Background: an optimization exercise with open tools, aiming at small area, a short achievable clock period and few clock cycles per item. Do not read the settings as production practice. In this exercise RTL edits were held to simulation tests only and were not proved equivalent to the original. Power and IR drop assume default switching activity.

==> flow/design.v <==
`timescale 1ns / 1ps
package css_pkg;
   localparam int TIME_W    = 17;
   localparam int DATE_W    = 21;
   localparam int TOL_W     = 17;
   localparam int HOLD_W    = 32;
   localparam int TMO_W     = 16;
   localparam int STAMP_W   = 32;
   localparam int CSR_AW    = 4;
   localparam int CSR_DW    = 32;
   localparam logic [TOL_W-1:0]  TOL_RESET  = TOL_W'(1);
   localparam logic [HOLD_W-1:0] HOLD_RESET = HOLD_W'(43200);
   localparam logic [TMO_W-1:0]  TMO_RESET  = TMO_W'(1);
   localparam int F_RADIO = 0;
   localparam int F_RTC   = 1;
   localparam int F_INT   = 2;
   localparam int F_FINAL = 3;
   typedef enum logic [1:0] {
      SRC_NONE  = 2'd0,
      SRC_RADIO = 2'd1,
      SRC_RTC   = 2'd2,
      SRC_INT   = 2'd3
   } src_type;
   typedef enum logic [1:0] {
      CSR_TOLERANCE = 2'd0,
      CSR_HOLDOVER  = 2'd1,
      CSR_TIMEOUT   = 2'd2
   } csr_index_type;
   typedef struct packed {
      logic [TOL_W-1:0]  sync_tolerance_s;
      logic [HOLD_W-1:0] radio_holdover_s;
      logic [TMO_W-1:0]  source_timeout_s;
   } cfg_type;
   typedef struct packed {
      logic              radio_new;
      logic [TIME_W-1:0] radio_time;
      logic [DATE_W-1:0] radio_date;
      logic              rtc_new;
      logic [TIME_W-1:0] rtc_time;
      logic [DATE_W-1:0] rtc_date;
      logic              internal_new;
      logic [TIME_W-1:0] internal_time;
      logic [DATE_W-1:0] internal_date;
      logic              second_tick;
      logic              rtc_write_done;
      logic              internal_write_ok;
   } req_item_type;
   typedef struct packed {
      logic [TIME_W-1:0] final_time;
      logic [DATE_W-1:0] final_date;
      logic              final_synced;
      src_type           final_source;
      logic              rtc_write_req;
      logic              internal_write_req;
      logic              radio_synced;
      logic              rtc_synced;
      logic              internal_synced;
   } rsp_item_type;
endpackage
`timescale 1ns / 1ps
import css_pkg::*;
module css_core (
   input  logic                  clock,
   input  logic                  reset,
   input  logic                  step,
   input  css_pkg::req_item_type item,
   input  css_pkg::cfg_type      cfg,
   output css_pkg::rsp_item_type result
);
   localparam int RADIO_AGE_W = 20;
   logic [RADIO_AGE_W-1:0] radio_age_ff;
   logic [16:0]        rtc_age_ff;
   logic [15:0]        int_age_ff;
   logic [15:0]        fin_age_ff;
   logic [3:0]         flags_ff, flags_in;
   logic [TIME_W-1:0]  rtc_time_ff, rtc_time_in;
   logic [DATE_W-1:0]  rtc_date_ff, rtc_date_in;
   logic [TIME_W-1:0]  int_time_ff, int_time_in;
   logic [DATE_W-1:0]  int_date_ff, int_date_in;
   logic [TIME_W-1:0]  ch_time_ff, ch_time_in;
   logic [DATE_W-1:0]  ch_date_ff, ch_date_in;
   logic [TIME_W-1:0]  mid_time;
   logic [DATE_W-1:0]  mid_date;
   logic [1:0]         ch_src_ff, ch_src_in, mid_src;
   logic               rtc_req_ff, int_req_ff;
   logic               fin_set, rtc_pick, int_pick;
   logic               rtc_req, int_req;
   logic               r1;
   logic               radio_exp, rtc_exp, int_exp, fin_exp;
   function automatic logic differs(input logic [TIME_W-1:0] at,
                                    input logic [DATE_W-1:0] ad,
                                    input logic [TIME_W-1:0] bt,
                                    input logic [DATE_W-1:0] bd,
                                    input logic [TOL_W-1:0]  tol);
      logic [TIME_W-1:0] mag;
      mag = (at >= bt) ? (at - bt) : (bt - at);
      differs = (mag > tol) || (ad != bd);
   endfunction
   assign radio_exp = (cfg.radio_holdover_s[HOLD_W-1:RADIO_AGE_W] == '0) &&
                      (radio_age_ff >= cfg.radio_holdover_s[RADIO_AGE_W-1:0]);
   assign rtc_exp   = rtc_age_ff[16] || (rtc_age_ff[15:0] >= cfg.source_timeout_s);
   assign int_exp   = int_age_ff >= cfg.source_timeout_s;
   assign fin_exp   = fin_age_ff >= cfg.source_timeout_s;
   assign rtc_time_in = item.rtc_new ? item.rtc_time : rtc_time_ff;
   assign rtc_date_in = item.rtc_new ? item.rtc_date : rtc_date_ff;
   assign int_time_in = item.internal_new ? item.internal_time : int_time_ff;
   assign int_date_in = item.internal_new ? item.internal_date : int_date_ff;
   assign r1       = flags_ff[F_RTC] || item.rtc_write_done;
   assign rtc_pick = !item.radio_new && item.rtc_new && r1;
   assign fin_set  = item.radio_new || rtc_pick;
   assign rtc_req  = item.radio_new &&
                     differs(item.radio_time, item.radio_date, rtc_time_in, rtc_date_in,
                             cfg.sync_tolerance_s);
   always_comb begin
      if (item.radio_new) begin
         mid_time = item.radio_time;
         mid_date = item.radio_date;
         mid_src  = SRC_RADIO;
      end else if (rtc_pick) begin
         mid_time = item.rtc_time;
         mid_date = item.rtc_date;
         mid_src  = SRC_RTC;
      end else begin
         mid_time = ch_time_ff;
         mid_date = ch_date_ff;
         mid_src  = ch_src_ff;
      end
   end
   assign int_req = item.internal_new && (flags_ff[F_FINAL] || fin_set) && mid_src != SRC_INT &&
                    differs(item.internal_time, item.internal_date, mid_time, mid_date,
                            cfg.sync_tolerance_s);
   always_comb begin
      flags_in = flags_ff;
      if (item.radio_new) begin
         flags_in[F_RADIO] = 1'b1;
         flags_in[F_RTC]   = r1 && !rtc_req;
      end else begin
         flags_in[F_RTC]   = r1 || (item.rtc_new && !flags_ff[F_RADIO]);
      end
      if (int_req) flags_in[F_INT] = item.internal_write_ok;
      if (fin_set) flags_in[F_FINAL] = 1'b1;
      int_pick = 1'b0;
      if (item.second_tick) begin
         if (!item.radio_new && radio_exp) flags_in[F_RADIO] = 1'b0;
         if (!item.rtc_new && rtc_exp) flags_in[F_RTC] = 1'b0;
         if (!item.internal_new && int_exp) flags_in[F_INT] = 1'b0;
         if (!fin_set && fin_exp) flags_in[F_FINAL] = 1'b0;
         if (!flags_in[F_FINAL]) begin
            int_pick = 1'b1;
            flags_in[F_FINAL] = flags_in[F_INT];
         end
      end
   end
   always_comb begin
      if (int_pick) begin
         ch_time_in = int_time_in;
         ch_date_in = int_date_in;
         ch_src_in  = SRC_INT;
      end else begin
         ch_time_in = mid_time;
         ch_date_in = mid_date;
         ch_src_in  = mid_src;
      end
   end
   always_ff @(posedge clock) begin
      if (reset) begin
         radio_age_ff <= '0;
         rtc_age_ff   <= '0;
         int_age_ff   <= '0;
         fin_age_ff   <= '0;
         flags_ff     <= '0;
         rtc_time_ff  <= '0;
         rtc_date_ff  <= '0;
         int_time_ff  <= '0;
         int_date_ff  <= '0;
         ch_time_ff   <= '0;
         ch_date_ff   <= '0;
         ch_src_ff    <= SRC_NONE;
         rtc_req_ff   <= 1'b0;
         int_req_ff   <= 1'b0;
      end else if (step) begin
         if (item.radio_new)        radio_age_ff <= '0;
         else if (item.second_tick) radio_age_ff <= radio_age_ff + 1'b1;
         if (item.rtc_new)          rtc_age_ff <= '0;
         else if (item.second_tick && !rtc_age_ff[16]) rtc_age_ff <= rtc_age_ff + 1'b1;
         if (item.internal_new)     int_age_ff <= '0;
         else if (item.second_tick) int_age_ff <= int_age_ff + 1'b1;
         if (fin_set || int_pick)   fin_age_ff <= '0;
         else if (item.second_tick) fin_age_ff <= fin_age_ff + 1'b1;
         flags_ff     <= flags_in;
         rtc_time_ff  <= rtc_time_in;
         rtc_date_ff  <= rtc_date_in;
         int_time_ff  <= int_time_in;
         int_date_ff  <= int_date_in;
         ch_time_ff   <= ch_time_in;
         ch_date_ff   <= ch_date_in;
         ch_src_ff    <= ch_src_in;
         rtc_req_ff   <= rtc_req;
         int_req_ff   <= int_req;
      end
   end
   assign result.final_time         = ch_time_ff;
   assign result.final_date         = ch_date_ff;
   assign result.final_synced       = flags_ff[F_FINAL];
   assign result.final_source       = css_pkg::src_type'(ch_src_ff);
   assign result.rtc_write_req      = rtc_req_ff;
   assign result.internal_write_req = int_req_ff;
   assign result.radio_synced       = flags_ff[F_RADIO];
   assign result.rtc_synced         = flags_ff[F_RTC];
   assign result.internal_synced    = flags_ff[F_INT];
endmodule
`timescale 1ns / 1ps
import css_pkg::*;
module clock_source_selector_unit (
   input  logic                        clock,
   input  logic                        reset,
   input  logic                        req_valid,
   output logic                        req_stall,
   input  logic                        req_radio_new,
   input  logic [css_pkg::TIME_W-1:0]  req_radio_time,
   input  logic [css_pkg::DATE_W-1:0]  req_radio_date,
   input  logic                        req_rtc_new,
   input  logic [css_pkg::TIME_W-1:0]  req_rtc_time,
   input  logic [css_pkg::DATE_W-1:0]  req_rtc_date,
   input  logic                        req_internal_new,
   input  logic [css_pkg::TIME_W-1:0]  req_internal_time,
   input  logic [css_pkg::DATE_W-1:0]  req_internal_date,
   input  logic                        req_second_tick,
   input  logic                        req_rtc_write_done,
   input  logic                        req_internal_write_ok,
   output logic                        rsp_valid,
   input  logic                        rsp_stall,
   output logic [css_pkg::TIME_W-1:0]  rsp_final_time,
   output logic [css_pkg::DATE_W-1:0]  rsp_final_date,
   output logic                        rsp_final_synced,
   output logic [1:0]                  rsp_final_source,
   output logic                        rsp_rtc_write_req,
   output logic                        rsp_internal_write_req,
   output logic                        rsp_radio_synced,
   output logic                        rsp_rtc_synced,
   output logic                        rsp_internal_synced,
   input  logic                        csr_psel,
   input  logic                        csr_penable,
   input  logic                        csr_pwrite,
   input  logic [css_pkg::CSR_AW-1:0]  csr_paddr,
   input  logic [css_pkg::CSR_DW-1:0]  csr_pwdata,
   output logic [css_pkg::CSR_DW-1:0]  csr_prdata,
   output logic                        csr_pready
);
   css_pkg::cfg_type cfg_ff;
   css_pkg::cfg_type cfg_in;
   css_pkg::req_item_type item;
   css_pkg::rsp_item_type core_result;
   logic         out_valid_ff;
   logic         req_take;
   logic         csr_write;
   assign csr_pready = 1'b1;
   assign csr_write  = csr_psel && csr_penable && csr_pwrite && csr_pready;
   always_comb begin
      cfg_in = cfg_ff;
      if (csr_write) begin
         case (csr_paddr[3:2])
            CSR_TOLERANCE: cfg_in.sync_tolerance_s = csr_pwdata[TOL_W-1:0];
            CSR_HOLDOVER:  cfg_in.radio_holdover_s = csr_pwdata[HOLD_W-1:0];
            CSR_TIMEOUT:   cfg_in.source_timeout_s = csr_pwdata[TMO_W-1:0];
            default:       cfg_in = cfg_ff;    
         endcase
      end
   end
   always_comb begin
      case (csr_paddr[3:2])
         CSR_TOLERANCE: csr_prdata = CSR_DW'(cfg_ff.sync_tolerance_s);
         CSR_HOLDOVER:  csr_prdata = CSR_DW'(cfg_ff.radio_holdover_s);
         CSR_TIMEOUT:   csr_prdata = CSR_DW'(cfg_ff.source_timeout_s);
         default:       csr_prdata = '0;
      endcase
   end
   always_ff @(posedge clock) begin
      if (reset) begin
         cfg_ff.sync_tolerance_s <= TOL_RESET;
         cfg_ff.radio_holdover_s <= HOLD_RESET;
         cfg_ff.source_timeout_s <= TMO_RESET;
      end else begin
         cfg_ff <= cfg_in;
      end
   end
   assign req_stall = out_valid_ff && rsp_stall;
   assign req_take  = req_valid && !req_stall;
   always_ff @(posedge clock) begin
      if (reset) out_valid_ff <= 1'b0;
      else       out_valid_ff <= req_take || req_stall;
   end
   assign item.radio_new         = req_radio_new;
   assign item.radio_time        = req_radio_time;
   assign item.radio_date        = req_radio_date;
   assign item.rtc_new           = req_rtc_new;
   assign item.rtc_time          = req_rtc_time;
   assign item.rtc_date          = req_rtc_date;
   assign item.internal_new      = req_internal_new;
   assign item.internal_time     = req_internal_time;
   assign item.internal_date     = req_internal_date;
   assign item.second_tick       = req_second_tick;
   assign item.rtc_write_done    = req_rtc_write_done;
   assign item.internal_write_ok = req_internal_write_ok;
   css_core u_core (
      .clock  (clock),
      .reset  (reset),
      .step   (req_take),
      .item   (item),
      .cfg    (cfg_ff),
      .result (core_result)
   );
   assign rsp_valid              = out_valid_ff;
   assign rsp_final_time         = core_result.final_time;
   assign rsp_final_date         = core_result.final_date;
   assign rsp_final_synced       = core_result.final_synced;
   assign rsp_final_source       = core_result.final_source;
   assign rsp_rtc_write_req      = core_result.rtc_write_req;
   assign rsp_internal_write_req = core_result.internal_write_req;
   assign rsp_radio_synced       = core_result.radio_synced;
   assign rsp_rtc_synced         = core_result.rtc_synced;
   assign rsp_internal_synced    = core_result.internal_synced;
endmodule
clock: 9.0 ns
lec_check: 0
cap_margin: 20
core_margin: 2
core_utilization: 40
slew_margin: 20
run.sh (not shown) runs the stock make flow with config.mk's settings and CLKGATE_MAP_FILE= SYNTH_SCRIPT=/design/flow/synth_recipe.tcl, a recipe that flattens the netlist after the stock synthesis.
Testbench counts at the start, summed over its fixed seeds: cycles 12,008, items 12,000.
Next try:
--- a/flow/design.v
+++ b/flow/design.v
@@ -88,4 +88,12 @@
    logic               r1;
    logic               radio_exp, rtc_exp, int_exp, fin_exp;
+   function automatic logic carry_out(input logic [TIME_W-1:0] p,
+                                      input logic [TIME_W-1:0] q,
+                                      input logic              cin);
+      logic c;
+      c = cin;
+      for (int i = 0; i < TIME_W; i++) c = (p[i] & q[i]) | ((p[i] | q[i]) & c);
+      carry_out = c;
+   endfunction
    function automatic logic differs(input logic [TIME_W-1:0] at,
                                     input logic [DATE_W-1:0] ad,
@@ -93,13 +101,25 @@
                                     input logic [DATE_W-1:0] bd,
                                     input logic [TOL_W-1:0]  tol);
-      logic [TIME_W-1:0] mag;
-      mag = (at >= bt) ? (at - bt) : (bt - at);
-      differs = (mag > tol) || (ad != bd);
+      logic [TIME_W-1:0] s, ca, cb;
+      logic a_gt, b_gt;
+      s  = ~(at ^ bt ^ tol);
+      ca = (bt & tol) | (bt & ~at) | (tol & ~at);
+      cb = (at & tol) | (at & ~bt) | (tol & ~bt);
+      a_gt = !(ca[TIME_W-1] | carry_out(s, {ca[TIME_W-2:0], 1'b1}, 1'b0));
+      b_gt = !(cb[TIME_W-1] | carry_out(s, {cb[TIME_W-2:0], 1'b1}, 1'b0));
+      differs = a_gt || b_gt || (ad != bd);
+   endfunction
+   function automatic logic at_least(input logic [TMO_W-1:0] a,
+                                     input logic [TMO_W-1:0] b);
+      logic c;
+      c = 1'b1;
+      for (int i = 0; i < TMO_W; i++) c = (a[i] & ~b[i]) | ((a[i] | ~b[i]) & c);
+      at_least = c;
    endfunction
    assign radio_exp = (cfg.radio_holdover_s[HOLD_W-1:RADIO_AGE_W] == '0) &&
                       (radio_age_ff >= cfg.radio_holdover_s[RADIO_AGE_W-1:0]);
-   assign rtc_exp   = rtc_age_ff[16] || (rtc_age_ff[15:0] >= cfg.source_timeout_s);
-   assign int_exp   = int_age_ff >= cfg.source_timeout_s;
-   assign fin_exp   = fin_age_ff >= cfg.source_timeout_s;
+   assign rtc_exp   = rtc_age_ff[16] || at_least(rtc_age_ff[15:0], cfg.source_timeout_s);
+   assign int_exp   = at_least(int_age_ff, cfg.source_timeout_s);
+   assign fin_exp   = at_least(fin_age_ff, cfg.source_timeout_s);
    assign rtc_time_in = item.rtc_new ? item.rtc_time : rtc_time_ff;
    assign rtc_date_in = item.rtc_new ? item.rtc_date : rtc_date_ff;
@@ -165,8 +185,5 @@
    always_ff @(posedge clock) begin
       if (reset) begin
-         radio_age_ff <= '0;
          rtc_age_ff   <= '0;
-         int_age_ff   <= '0;
-         fin_age_ff   <= '0;
          flags_ff     <= '0;
          rtc_time_ff  <= '0;
@@ -177,15 +194,7 @@
          ch_date_ff   <= '0;
          ch_src_ff    <= SRC_NONE;
-         rtc_req_ff   <= 1'b0;
-         int_req_ff   <= 1'b0;
       end else if (step) begin
-         if (item.radio_new)        radio_age_ff <= '0;
-         else if (item.second_tick) radio_age_ff <= radio_age_ff + 1'b1;
          if (item.rtc_new)          rtc_age_ff <= '0;
          else if (item.second_tick && !rtc_age_ff[16]) rtc_age_ff <= rtc_age_ff + 1'b1;
-         if (item.internal_new)     int_age_ff <= '0;
-         else if (item.second_tick) int_age_ff <= int_age_ff + 1'b1;
-         if (fin_set || int_pick)   fin_age_ff <= '0;
-         else if (item.second_tick) fin_age_ff <= fin_age_ff + 1'b1;
          flags_ff     <= flags_in;
          rtc_time_ff  <= rtc_time_in;
@@ -196,4 +205,14 @@
          ch_date_ff   <= ch_date_in;
          ch_src_ff    <= ch_src_in;
+      end
+   end
+   always_ff @(posedge clock) begin
+      if (step) begin
+         if (item.radio_new)        radio_age_ff <= '0;
+         else if (item.second_tick) radio_age_ff <= radio_age_ff + 1'b1;
+         if (item.internal_new)     int_age_ff <= '0;
+         else if (item.second_tick) int_age_ff <= int_age_ff + 1'b1;
+         if (fin_set || int_pick)   fin_age_ff <= '0;
+         else if (item.second_tick) fin_age_ff <= fin_age_ff + 1'b1;
          rtc_req_ff   <= rtc_req;
          int_req_ff   <= int_req;
@@ -255,4 +274,5 @@
    logic         req_take;
    logic         csr_write;
+   logic [1:0]   rd_sel_ff;
    assign csr_pready = 1'b1;
    assign csr_write  = csr_psel && csr_penable && csr_pwrite && csr_pready;
@@ -268,6 +288,7 @@
       end
    end
+   always_ff @(posedge clock) rd_sel_ff <= csr_paddr[3:2];
    always_comb begin
-      case (csr_paddr[3:2])
+      case (rd_sel_ff)
          CSR_TOLERANCE: csr_prdata = CSR_DW'(cfg_ff.sync_tolerance_s);
          CSR_HOLDOVER:  csr_prdata = CSR_DW'(cfg_ff.radio_holdover_s);
Effect: The new run passed the timing, DRC and antenna checks. Final cell count came out lower by 11%. Count of clock-buffer cells in the layout came out lower by 1. Design area came out lower by 7.2%. Utilization came out higher by 1.0 points. Wire length came out lower by 13%. Die area came out lower by 8.3%. Non-clock buffer count came out lower by 5. Sequential share of layout area came out higher by 4.5 points. Total power came out lower by 7.6%. Global-route usage came out lower by 1.0 points. Critical path depth came out lower by 7.
Testbench counts after the change, summed over its fixed seeds: cycles 12,008, items 12,000.

-- afterwards: timing with drivers on the ports --
In the flow no input, the clock included, has a driving cell. The finished layouts below were timed again as built, in two steps.
Step 1 sets driving cells, clkbuf_16 on the clock port and buf_2 on the other inputs (assumed; they add their load-dependent delay and slew).
Step 2 times the ports against the registers' clock, not the clock port: input delays grow and output delays shrink by t, the midpoint of the rising clock arrivals with the driver on.
Three values: no drivers, after step 1, after step 2; two values: the first two.
run	t (ns)	slack for setup (ns)	worst setup path after step 2	clock arrival spread, ns	cell pins on the clock port's net
the first run	0.609	1.381 / 1.374 / 0.765	input to register	0.020 / 0.020	1
the second run	0.595	3.300 / 3.276 / 2.680	input to register	0.017 / 0.017	1
After both steps setup and hold are still met in every run listed. For the second run, which loses most, drivers alone change the setup slack by -0.024 ns; drivers and shift together by -0.620 ns.
